Context: an optimization exercise on an open-source flow, tuned for small area and a short achievable clock period. The choices shown serve that exercise and are no tape-out recipe. Where RTL was checked, it was by simulation tests only, not by an equivalence proof against the original. Power is estimated from default activity; no workload was simulated.

==> flow/design.v <==
`timescale 1ns/1ns
`default_nettype none
module enigma_top (
    input  wire       clk,
    input  wire       srstn,
    input  wire       load_i,
    input  wire       encrypt_i,
    input  wire [5:0] code_i,
    output wire [5:0] code_o,
    output wire       code_valid_o
);
    logic             loading_q;
    logic             ready_q;
    logic [63:0][5:0] ring_q;
    logic [63:0]      vld_q;
    logic [5:0]       q_q;
    logic [5:0]       r_q;
    logic             rz_q;
    logic             pend_q;
    logic [5:0]       u_q;
    logic [5:0]       uc_q;
    logic [5:0]       js_q;
    logic             any_q;
    logic             valid_q;
    wire ld_acc  = load_i & ~ready_q;
    wire enc_acc = encrypt_i & ready_q;
    always_ff @(posedge clk) begin
        if (!srstn) begin
            loading_q <= 1'b0;
            ready_q   <= 1'b0;
        end else begin
            loading_q <= load_i & ~ready_q;
            ready_q   <= ready_q | (loading_q & ~load_i);
        end
    end
    always_ff @(posedge clk) begin
        ring_q <= {ring_q[62:0], ld_acc ? code_i : ring_q[63]};
    end
    always_ff @(posedge clk) begin
        if (!srstn) begin
            vld_q <= '0;
        end else begin
            vld_q <= {vld_q[62:0], ld_acc | vld_q[63]};
        end
    end
    always_ff @(posedge clk) begin
        if (ld_acc) begin
            q_q <= 6'd0;
        end else begin
            q_q <= q_q + 6'd1 + {5'd0, enc_acc};
        end
    end
    wire [2:0] x_lo = code_i[2:0];
    wire [2:0] x_hi = code_i[5:3];
    wire [2:0] q_lo = q_q[2:0];
    wire [2:0] q_hi = q_q[5:3];
    wire       brw  = (x_lo >= q_lo);
    logic [7:0]      sel_lo;
    logic [7:0]      eq_hi;
    logic [7:0]      sel_hi;
    logic [7:0][6:0] grp;
    logic [6:0]      fva;
    always_comb begin
        for (int l = 0; l < 8; l++) begin
            sel_lo[l] = (x_lo == 3'(q_lo - 3'(l) - 3'd1));
            eq_hi[l]  = (x_hi == 3'(q_hi - 3'(l)));
        end
        for (int h = 0; h < 8; h++) begin
            sel_hi[h] = brw ? eq_hi[(h + 1) % 8] : eq_hi[h];
        end
        fva = '0;
        for (int h = 0; h < 8; h++) begin
            grp[h] = '0;
            for (int l = 0; l < 8; l++) begin
                grp[h] = grp[h] | ({vld_q[8*h+l], ring_q[8*h+l]} & {7{sel_lo[l]}});
            end
            fva = fva | (grp[h] & {7{sel_hi[h]}});
        end
    end
    wire [5:0] fa = fva[5:0];
    wire       va = fva[6];
    wire [5:0] ra = va ? ~fa : 6'h3f;
    always_ff @(posedge clk) begin
        u_q    <= q_q;
        r_q    <= ra;
        rz_q   <= (ra == 6'd0);
        pend_q <= srstn & enc_acc;
    end
    wire [5:0] u  = u_q;
    wire       rz = rz_q;
    logic [63:0] w;
    always_comb begin
        for (int j = 0; j < 64; j++) begin
            w[j] = vld_q[j] ? (ring_q[j] == r_q) : rz;
        end
    end
    function automatic logic [2:0] msb8(input logic [7:0] v);
        logic [2:0] idx;
        idx[2] = |v[7:4];
        idx[1] = idx[2] ? (|v[7:6]) : (|v[3:2]);
        idx[0] = idx[2] ? (idx[1] ? v[7] : v[5]) : (idx[1] ? v[3] : v[1]);
        msb8 = idx;
    endfunction
    wire [2:0] u_lo = u[2:0];
    wire [2:0] u_hi = u[5:3];
    logic [7:0]      tl;
    logic [7:0]      gbelow;
    logic [7:0]      gat;
    logic [7:0]      aw;
    logic [7:0]      am;
    logic [7:0][2:0] iw;
    logic [7:0][2:0] im;
    logic [7:0]      hv;
    logic [7:0][2:0] hi;
    always_comb begin
        for (int l = 0; l < 8; l++) begin
            tl[l] = (3'(l) <= u_lo);
        end
        for (int g = 0; g < 8; g++) begin
            gbelow[g] = (3'(g) < u_hi);
            gat[g]    = (3'(g) == u_hi);
            aw[g]     = |w[8*g +: 8];
            iw[g]     = msb8(w[8*g +: 8]);
            am[g]     = |(w[8*g +: 8] & tl);
            im[g]     = msb8(w[8*g +: 8] & tl);
            hv[g]     = (gbelow[g] & aw[g]) | (gat[g] & am[g]);
            hi[g]     = gat[g] ? im[g] : iw[g];
        end
    end
    wire       anyh = |hv;
    wire       anyw = |aw;
    wire [2:0] gh   = msb8(hv);
    wire [2:0] gw   = msb8(aw);
    wire [5:0] jh   = {gh, hi[gh]};
    wire [5:0] jw   = {gw, iw[gw]};
    always_ff @(posedge clk) begin
        uc_q    <= u;
        js_q    <= anyh ? jh : jw;
        any_q   <= anyw;
        valid_q <= srstn & pend_q;
    end
    assign code_o       = (uc_q - js_q) & {6{any_q}};
    assign code_valid_o = valid_q;
endmodule
`default_nettype wire
==> flow/config.mk <==
export PLATFORM = sky130hd
export DESIGN_NAME = enigma_top
export DESIGN_NICKNAME = enigma_top
export VERILOG_FILES = /design/flow/design.v
export SDC_FILE = /design/flow/constraint.sdc
export NUM_CORES = 4
export LEC_CHECK = 0
export CAP_MARGIN = 20
export CORE_MARGIN = 2
export CORE_UTILIZATION = 60
export CTS_BUF_LIST = sky130_fd_sc_hd__clkbuf_16
export CTS_CLUSTER_DIAMETER = 100
export CTS_CLUSTER_SIZE = 22
export SETUP_SLACK_MARGIN = 2.5
export SLEW_MARGIN = 20
==> flow/constraint.sdc <==
create_clock -name core_clock -period 6.0 [get_ports {clk}]
set_input_delay 1.2000 -clock core_clock [delete_from_list [all_inputs] [get_ports {clk}]]
set_output_delay 1.2000 -clock core_clock [all_outputs]
set_load 0.01 [all_outputs]
standard.sh (not shown) runs the stock make flow with config.mk's settings and CLKGATE_MAP_FILE= SYNTH_SCRIPT=/design/flow/synth_recipe.tcl, a recipe that flattens the netlist after the stock synthesis.
==> flow/flow/run.sh <==
#!/bin/bash
set -o pipefail
cp standard.sh standard_sh.log
export BUFFER_PORTS_ARGS="-buffer_cell sky130_fd_sc_hd__buf_4"
bash standard.sh > standard.log 2>&1
Change:
--- a/flow/design.v
+++ b/flow/design.v
@@ -16,12 +16,14 @@
     logic [5:0]       q_q;
     logic [5:0]       r_q;
     logic             rz_q;
     logic             pend_q;
     logic [5:0]       u_q;
-    logic [5:0]       uc_q;
-    logic [5:0]       js_q;
+    logic [2:0]       ulo_q;
+    logic [2:0]       jlo_q;
+    logic [2:0]       h0_q;
+    logic [2:0]       h1_q;
     logic             any_q;
     logic             valid_q;
     wire ld_acc  = load_i & ~ready_q;
     wire enc_acc = encrypt_i & ready_q;
     always_ff @(posedge clk) begin
@@ -129,17 +131,29 @@
     end
     wire       anyh = |hv;
     wire       anyw = |aw;
     wire [2:0] gh   = msb8(hv);
     wire [2:0] gw   = msb8(aw);
-    wire [5:0] jh   = {gh, hi[gh]};
-    wire [5:0] jw   = {gw, iw[gw]};
+    wire [2:0] jhi  = anyh ? gh : gw;
+    wire [2:0] jlo  = anyh ? hi[gh] : iw[gw];
+    logic [7:0][2:0] hc0;
+    logic [7:0][2:0] hc1;
+    always_comb begin
+        for (int g = 0; g < 8; g++) begin
+            hc0[g] = u_hi - 3'(g);
+            hc1[g] = u_hi - 3'(g) - 3'd1;
+        end
+    end
     always_ff @(posedge clk) begin
-        uc_q    <= u;
-        js_q    <= anyh ? jh : jw;
+        ulo_q   <= u_lo;
+        jlo_q   <= jlo;
+        h0_q    <= hc0[jhi];
+        h1_q    <= hc1[jhi];
         any_q   <= anyw;
         valid_q <= srstn & pend_q;
     end
-    assign code_o       = (uc_q - js_q) & {6{any_q}};
+    wire [2:0] klo = ulo_q - jlo_q;
+    wire [2:0] khi = (jlo_q > ulo_q) ? h1_q : h0_q;
+    assign code_o       = {khi, klo} & {6{any_q}};
     assign code_valid_o = valid_q;
 endmodule
 `default_nettype wire
What happened: The changed run passed the timing, DRC and antenna checks; clock skew came out lower by 0.012 ns; routed wire length came out higher by 4.6%; worst setup slack got worse by 0.13 ns; design area came out higher by 4.1%; area after synthesis came out higher by 0.58%; maximum frequency came out lower by 3.5%.
Function was not checked in any run of this note: the RTL went through the layout flow alone.

* * *

Setup of fjord:
enigma_top, a different RTL version from the one above (not shown whole).
Size in the first run: ~2,300 cells after synthesis, about 420 flip-flops, roughly 0.020 sq mm of cells after synthesis.
==> module enigma_top, before the edit <==
module enigma_top (
    input  wire       clk,
    input  wire       srstn,
    input  wire       load_i,
    input  wire       encrypt_i,
    input  wire [5:0] code_i,
    output wire [5:0] code_o,
    output wire       code_valid_o
);
    logic             loading_q;
    logic             ready_q;
    localparam logic [383:0] ODD = {32{12'hfc0}};
    logic [63:0][5:0] st_q;
    logic             clr_q;
    logic             keep_q;
    wire  [63:0][5:0] ring = st_q ^ ODD;
    logic [5:0]       q_q;
    logic [5:0]       r_q;
    logic             pend_q;
    logic [5:0]       u_q;
    logic [5:0]       uc_q;
    logic [5:0]       js_q;
    logic             any_q;
    logic             valid_q;
    wire ld_acc  = load_i & ~ready_q;
    wire enc_acc = encrypt_i & ready_q;
    always_ff @(posedge clk) begin
        if (!srstn) begin
            loading_q <= 1'b0;
            ready_q   <= 1'b0;
        end else begin
            loading_q <= load_i & ~ready_q;
            ready_q   <= ready_q | (loading_q & ~load_i);
        end
    end
    always_ff @(posedge clk) begin
        clr_q  <= ~srstn;
        keep_q <= srstn;
    end
    logic [63:0][5:0] ring_d;
    always_comb begin
        ring_d[0] = ld_acc ? code_i : (ring[63] & {6{keep_q}});
        for (int j = 1; j < 64; j++) begin
            if (j % 2 == 1) begin
                ring_d[j] = ring[j-1] & {6{keep_q}};
            end else begin
                ring_d[j] = ring[j-1] & {6{~clr_q}};
            end
        end
    end
    always_ff @(posedge clk) begin
        st_q <= ring_d ^ ODD;
    end
    always_ff @(posedge clk) begin
        if (ld_acc) begin
            q_q <= 6'd0;
        end else begin
            q_q <= q_q + 6'd1 + {5'd0, enc_acc};
        end
    end
    wire [2:0] x_lo = code_i[2:0];
    wire [2:0] x_hi = code_i[5:3];
    wire [2:0] q_lo = q_q[2:0];
    wire [2:0] q_hi = q_q[5:3];
    wire       brw  = (x_lo >= q_lo);
    logic [7:0]      sel_lo;
    logic [7:0]      eq_hi;
    logic [7:0]      sel_hi;
    logic [7:0][5:0] grp;
    logic [5:0]      fst;
    always_comb begin
        for (int l = 0; l < 8; l++) begin
            sel_lo[l] = (x_lo == 3'(q_lo - 3'(l) - 3'd1));
            eq_hi[l]  = (x_hi == 3'(q_hi - 3'(l)));
        end
        for (int h = 0; h < 8; h++) begin
            sel_hi[h] = brw ? eq_hi[(h + 1) % 8] : eq_hi[h];
        end
        fst = '0;
        for (int h = 0; h < 8; h++) begin
            grp[h] = '0;
            for (int l = 0; l < 8; l++) begin
                grp[h] = grp[h] | (st_q[8*h+l] & {6{sel_lo[l]}});
            end
            fst = fst | (grp[h] & {6{sel_hi[h]}});
        end
    end
    wire       odd = sel_lo[1] | sel_lo[3] | sel_lo[5] | sel_lo[7];
    wire [5:0] ra  = fst ^ {6{~odd}};
    always_ff @(posedge clk) begin
        u_q    <= q_q;
        r_q    <= ra;
        pend_q <= srstn & enc_acc;
    end
    wire [5:0] u  = u_q;
    logic [63:0] w;
    logic [63:0] hm;
    always_comb begin
        for (int j = 0; j < 64; j++) begin
            w[j]  = (ring[j] == r_q);
            hm[j] = w[j] & (6'(j) <= u);
        end
    end
    function automatic logic [5:0] msb64(input logic [63:0] v);
        logic [31:0]      a1;
        logic [15:0]      a2;
        logic [7:0]       a3;
        logic [3:0]       a4;
        logic [1:0]       a5;
        logic [31:0]      i1;
        logic [15:0][1:0] i2;
        logic [7:0][2:0]  i3;
        logic [3:0][3:0]  i4;
        logic [1:0][4:0]  i5;
        for (int n = 0; n < 32; n++) begin
            a1[n] = v[2*n+1] | v[2*n];
            i1[n] = v[2*n+1];
        end
        for (int n = 0; n < 16; n++) begin
            a2[n] = a1[2*n+1] | a1[2*n];
            i2[n] = a1[2*n+1] ? {1'b1, i1[2*n+1]} : {1'b0, i1[2*n]};
        end
        for (int n = 0; n < 8; n++) begin
            a3[n] = a2[2*n+1] | a2[2*n];
            i3[n] = a2[2*n+1] ? {1'b1, i2[2*n+1]} : {1'b0, i2[2*n]};
        end
        for (int n = 0; n < 4; n++) begin
            a4[n] = a3[2*n+1] | a3[2*n];
            i4[n] = a3[2*n+1] ? {1'b1, i3[2*n+1]} : {1'b0, i3[2*n]};
        end
        for (int n = 0; n < 2; n++) begin
            a5[n] = a4[2*n+1] | a4[2*n];
            i5[n] = a4[2*n+1] ? {1'b1, i4[2*n+1]} : {1'b0, i4[2*n]};
        end
        msb64 = a5[1] ? {1'b1, i5[1]} : {1'b0, i5[0]};
    endfunction
    wire [5:0] jstar = (|hm) ? msb64(hm) : msb64(w);
    always_ff @(posedge clk) begin
        uc_q    <= u;
        js_q    <= jstar;
        any_q   <= |w;
        valid_q <= srstn & pend_q;
    end
    assign code_o       = any_q ? (uc_q - js_q) : 6'd0;
    assign code_valid_o = valid_q;
endmodule
clock: 6.0 ns
lec_check: 0
cap_margin: 20
core_margin: 2
core_utilization: 60
cts_buf_list: sky130_fd_sc_hd__clkbuf_16
cts_cluster_diameter: 100
cts_cluster_size: 22
setup_slack_margin: 2.65
slew_margin: 20
run.sh (not shown) runs the stock make flow with config.mk's settings and CLKGATE_MAP_FILE= SYNTH_SCRIPT=/design/flow/synth_recipe.tcl, a recipe that flattens the netlist after the stock synthesis.
Stock flow here: none of the scripts above is used.
fjord ended with every stage complete and zero timing, DRC or antenna violations.
For willow, these inputs were changed with respect to fjord:
--- a/flow/design.v
+++ b/flow/design.v
@@ -19,13 +19,12 @@
     logic [5:0]       q_q;
     logic [5:0]       r_q;
     logic             pend_q;
     logic [5:0]       u_q;
     logic [5:0]       uc_q;
     logic [5:0]       js_q;
-    logic             any_q;
     logic             valid_q;
     wire ld_acc  = load_i & ~ready_q;
     wire enc_acc = encrypt_i & ready_q;
     always_ff @(posedge clk) begin
         if (!srstn) begin
             loading_q <= 1'b0;
@@ -133,17 +132,16 @@
         for (int n = 0; n < 2; n++) begin
             a5[n] = a4[2*n+1] | a4[2*n];
             i5[n] = a4[2*n+1] ? {1'b1, i4[2*n+1]} : {1'b0, i4[2*n]};
         end
         msb64 = a5[1] ? {1'b1, i5[1]} : {1'b0, i5[0]};
     endfunction
-    wire [5:0] jstar = (|hm) ? msb64(hm) : msb64(w);
+    wire [5:0] jstar = (|hm) ? msb64(hm) : ((|w) ? msb64(w) : u);
     always_ff @(posedge clk) begin
         uc_q    <= u;
         js_q    <= jstar;
-        any_q   <= |w;
         valid_q <= srstn & pend_q;
     end
-    assign code_o       = any_q ? (uc_q - js_q) : 6'd0;
+    assign code_o       = uc_q - js_q;
     assign code_valid_o = valid_q;
 endmodule
 `default_nettype wire
### Flow results
- Looking at the reports, fjord completed the entire flow and the layout it produced met the timing, DRC and antenna checks.
- willow went all the way through synthesis, placement and routing and the layout is clean on timing, DRC and antenna.
- fjord has a higher total inserted antenna cells than willow.
- Diff fjord -> willow: sequential cell count held steady; proportion of cell area occupied by registers climbed 0.34 points; core utilization lower; adder-cell share of the synthesized area essentially unchanged; largest stage delay on the critical path shows an increase of 250 ps.
- Length in cells of the worst reg-to-reg path: willow vs fjord up 1
- Part of the total power dissipated in the clock network for willow is higher than for fjord.
- Core footprint of willow falls short of that of fjord slightly.
- Going from fjord to willow, the final critical delay including setup and external delays was found to have gone down by 15 ps.

* * *

## rev 12
enigma_top, a different RTL version from the one above (not shown whole).
For scale: about 480 flip-flops, ~17 I/O pins.
==> module enigma_top, before the edit <==
module enigma_top (
    input  wire       clk,
    input  wire       srstn,
    input  wire       load_i,
    input  wire       encrypt_i,
    input  wire [5:0] code_i,
    output wire [5:0] code_o,
    output wire       code_valid_o
);
    logic             loading_q;
    logic             ready_q;
    logic [63:0][5:0] ring_q;
    logic [63:0]      vld_q;
    logic [5:0]       q_q;
    logic [5:0]       r_q;
    logic             pend_q;
    logic [5:0]       u_q;
    logic [5:0]       uc_q;
    logic [5:0]       js_q;
    logic             any_q;
    logic             valid_q;
    wire ld_acc  = load_i & ~ready_q;
    wire enc_acc = encrypt_i & ready_q;
    always_ff @(posedge clk) begin
        if (!srstn) begin
            loading_q <= 1'b0;
            ready_q   <= 1'b0;
        end else begin
            loading_q <= load_i & ~ready_q;
            ready_q   <= ready_q | (loading_q & ~load_i);
        end
    end
    always_ff @(posedge clk) begin
        ring_q <= {ring_q[62:0], ld_acc ? code_i : ring_q[63]};
    end
    always_ff @(posedge clk) begin
        if (!srstn) begin
            vld_q <= '0;
        end else begin
            vld_q <= {vld_q[62:0], ld_acc | vld_q[63]};
        end
    end
    always_ff @(posedge clk) begin
        if (ld_acc) begin
            q_q <= 6'd0;
        end else begin
            q_q <= q_q + 6'd1 + {5'd0, enc_acc};
        end
    end
    wire [2:0] x_lo = code_i[2:0];
    wire [2:0] x_hi = code_i[5:3];
    wire [2:0] q_lo = q_q[2:0];
    wire [2:0] q_hi = q_q[5:3];
    wire       brw  = (x_lo >= q_lo);
    logic [7:0]      sel_lo;
    logic [7:0]      eq_hi;
    logic [7:0]      sel_hi;
    logic [7:0][6:0] grp;
    logic [6:0]      fva;
    always_comb begin
        for (int l = 0; l < 8; l++) begin
            sel_lo[l] = (x_lo == 3'(q_lo - 3'(l) - 3'd1));
            eq_hi[l]  = (x_hi == 3'(q_hi - 3'(l)));
        end
        for (int h = 0; h < 8; h++) begin
            sel_hi[h] = brw ? eq_hi[(h + 1) % 8] : eq_hi[h];
        end
        fva = '0;
        for (int h = 0; h < 8; h++) begin
            grp[h] = '0;
            for (int l = 0; l < 8; l++) begin
                grp[h] = grp[h] | ({vld_q[8*h+l], ring_q[8*h+l]} & {7{sel_lo[l]}});
            end
            fva = fva | (grp[h] & {7{sel_hi[h]}});
        end
    end
    wire [5:0] fa = fva[5:0];
    wire       va = fva[6];
    wire [5:0] ra = va ? ~fa : 6'h3f;
    always_ff @(posedge clk) begin
        u_q    <= q_q;
        r_q    <= ra;
        pend_q <= srstn & enc_acc;
    end
    wire [5:0] u  = u_q;
    wire       rz = (r_q == 6'd0);
    logic [63:0] w;
    logic [63:0] hm;
    always_comb begin
        for (int j = 0; j < 64; j++) begin
            w[j]  = vld_q[j] ? (ring_q[j] == r_q) : rz;
            hm[j] = w[j] & (6'(j) <= u);
        end
    end
    function automatic logic [5:0] msb64(input logic [63:0] v);
        logic [31:0]      a1;
        logic [15:0]      a2;
        logic [7:0]       a3;
        logic [3:0]       a4;
        logic [1:0]       a5;
        logic [31:0]      i1;
        logic [15:0][1:0] i2;
        logic [7:0][2:0]  i3;
        logic [3:0][3:0]  i4;
        logic [1:0][4:0]  i5;
        for (int n = 0; n < 32; n++) begin
            a1[n] = v[2*n+1] | v[2*n];
            i1[n] = v[2*n+1];
        end
        for (int n = 0; n < 16; n++) begin
            a2[n] = a1[2*n+1] | a1[2*n];
            i2[n] = a1[2*n+1] ? {1'b1, i1[2*n+1]} : {1'b0, i1[2*n]};
        end
        for (int n = 0; n < 8; n++) begin
            a3[n] = a2[2*n+1] | a2[2*n];
            i3[n] = a2[2*n+1] ? {1'b1, i2[2*n+1]} : {1'b0, i2[2*n]};
        end
        for (int n = 0; n < 4; n++) begin
            a4[n] = a3[2*n+1] | a3[2*n];
            i4[n] = a3[2*n+1] ? {1'b1, i3[2*n+1]} : {1'b0, i3[2*n]};
        end
        for (int n = 0; n < 2; n++) begin
            a5[n] = a4[2*n+1] | a4[2*n];
            i5[n] = a4[2*n+1] ? {1'b1, i4[2*n+1]} : {1'b0, i4[2*n]};
        end
        msb64 = a5[1] ? {1'b1, i5[1]} : {1'b0, i5[0]};
    endfunction
    wire [5:0] jstar = (|hm) ? msb64(hm) : msb64(w);
    always_ff @(posedge clk) begin
        uc_q    <= u;
        js_q    <= jstar;
        any_q   <= |w;
        valid_q <= srstn & pend_q;
    end
    assign code_o       = any_q ? (uc_q - js_q) : 6'd0;
    assign code_valid_o = valid_q;
endmodule
clock: 6.0 ns
lec_check: 0
cap_margin: 20
core_margin: 2
core_utilization: 60
cts_buf_list: sky130_fd_sc_hd__clkbuf_16
cts_cluster_diameter: 100
cts_cluster_size: 22
setup_slack_margin: 2.5
slew_margin: 20
standard.sh (not shown) runs the stock make flow with config.mk's settings and CLKGATE_MAP_FILE= SYNTH_SCRIPT=/design/flow/synth_recipe.tcl, a recipe that flattens the netlist after the stock synthesis.
Scripts as last shown in full above: flow/flow/run.sh
[inputs] rev 13 vs rev 12
--- a/flow/design.v
+++ b/flow/design.v
@@ -19,6 +19,8 @@
     logic [5:0]       u_q;
     logic [5:0]       uc_q;
-    logic [5:0]       js_q;
-    logic             any_q;
+    logic [5:0]       jh_q;
+    logic [5:0]       jw_q;
+    logic             anyh_q;
+    logic             anyw_q;
     logic             valid_q;
     wire ld_acc  = load_i & ~ready_q;
@@ -128,12 +130,28 @@
         msb64 = a5[1] ? {1'b1, i5[1]} : {1'b0, i5[0]};
     endfunction
-    wire [5:0] jstar = (|hm) ? msb64(hm) : msb64(w);
     always_ff @(posedge clk) begin
         uc_q    <= u;
-        js_q    <= jstar;
-        any_q   <= |w;
+        jh_q    <= msb64(hm);
+        jw_q    <= msb64(w);
+        anyh_q  <= |hm;
+        anyw_q  <= |w;
         valid_q <= srstn & pend_q;
     end
-    assign code_o       = any_q ? (uc_q - js_q) : 6'd0;
+    wire [5:0] js = anyh_q ? jh_q : jw_q;
+    wire [5:0] sa = uc_q;
+    wire [5:0] sb = ~js;
+    wire [5:0] sg = sa & sb;
+    wire [5:0] st = sa | sb;
+    wire [5:0] sp = sa ^ sb;
+    wire [6:0] sc;
+    assign sc[0] = 1'b1;
+    assign sc[1] = st[0];
+    assign sc[2] = sg[1] | (st[1] & st[0]);
+    assign sc[3] = sg[2] | (st[2] & sg[1]) | (st[2] & st[1] & st[0]);
+    wire       g30 = sg[3] | (st[3] & sc[3]);
+    assign sc[4] = g30;
+    assign sc[5] = sg[4] | (st[4] & sg[3]) | (st[4] & st[3] & sc[3]);
+    assign sc[6] = 1'b0;
+    assign code_o       = (sp ^ sc[5:0]) & {6{anyw_q}};
     assign code_valid_o = valid_q;
 endmodule
==> comparison <==
Summary of the comparison: wire length of the first global-routing pass is lower in rev 13, relative to rev 12. The total of clock buffers placed in the layout on rev 13 is in line with that on rev 12. The relative area change from synthesis to final layout was comparable across rev 12 and rev 13. For sum of overflow across all layers after global routing, rev 12 and rev 13 come out practically identical. Going from rev 12 to rev 13, area occupied by multi-input gates shrinks by about 3.7%. Global placement routability congestion: rev 12 and rev 13 compared, lower one is rev 12. In rev 13, hold slack is higher than in rev 12.
Function not checked in rev 13: the RTL went through the layout flow alone.

re-timing with driven ports:
No port has a modelled driver above. Below, the same layouts with a new extraction and two added sets of constraints. Step 1: set_driving_cell puts a clkbuf_16 on clk and a buf_2 on each other input, an assumption about the parent block. Step 2, shift: input delay + t, output delay - t, t = (earliest + latest rising clock arrival at the registers) / 2. This alone moves slack from input paths to output paths. a / b / c = ideal ports / drivers / drivers and shift; a / b = the first two.
run	shift t [ns]	setup WS [ns]	worst register clock-pin slew, ns	worst data-port slew with drivers (ns)
the first run of note 1	0.635	2.477 / 2.474 / 1.907	0.10 / 0.10	0.04
the second run of note 1	0.637	2.348 / 2.348 / 1.918	0.10 / 0.10	0.04
fjord	0.623	2.593 / 2.535 / 2.116	0.10 / 0.10	0.03
willow	0.621	2.608 / 2.608 / 2.081	0.10 / 0.10	0.03
rev 12	0.649	2.520 / 2.503 / 1.921	0.10 / 0.10	0.05
rev 13	0.640	2.287 / 2.231 / 1.915	0.10 / 0.10	0.03
After both steps setup and hold are still met in every run listed. The setup slack of rev 12, which loses most, moves by -0.017 ns with the drivers and by -0.599 ns with both steps.
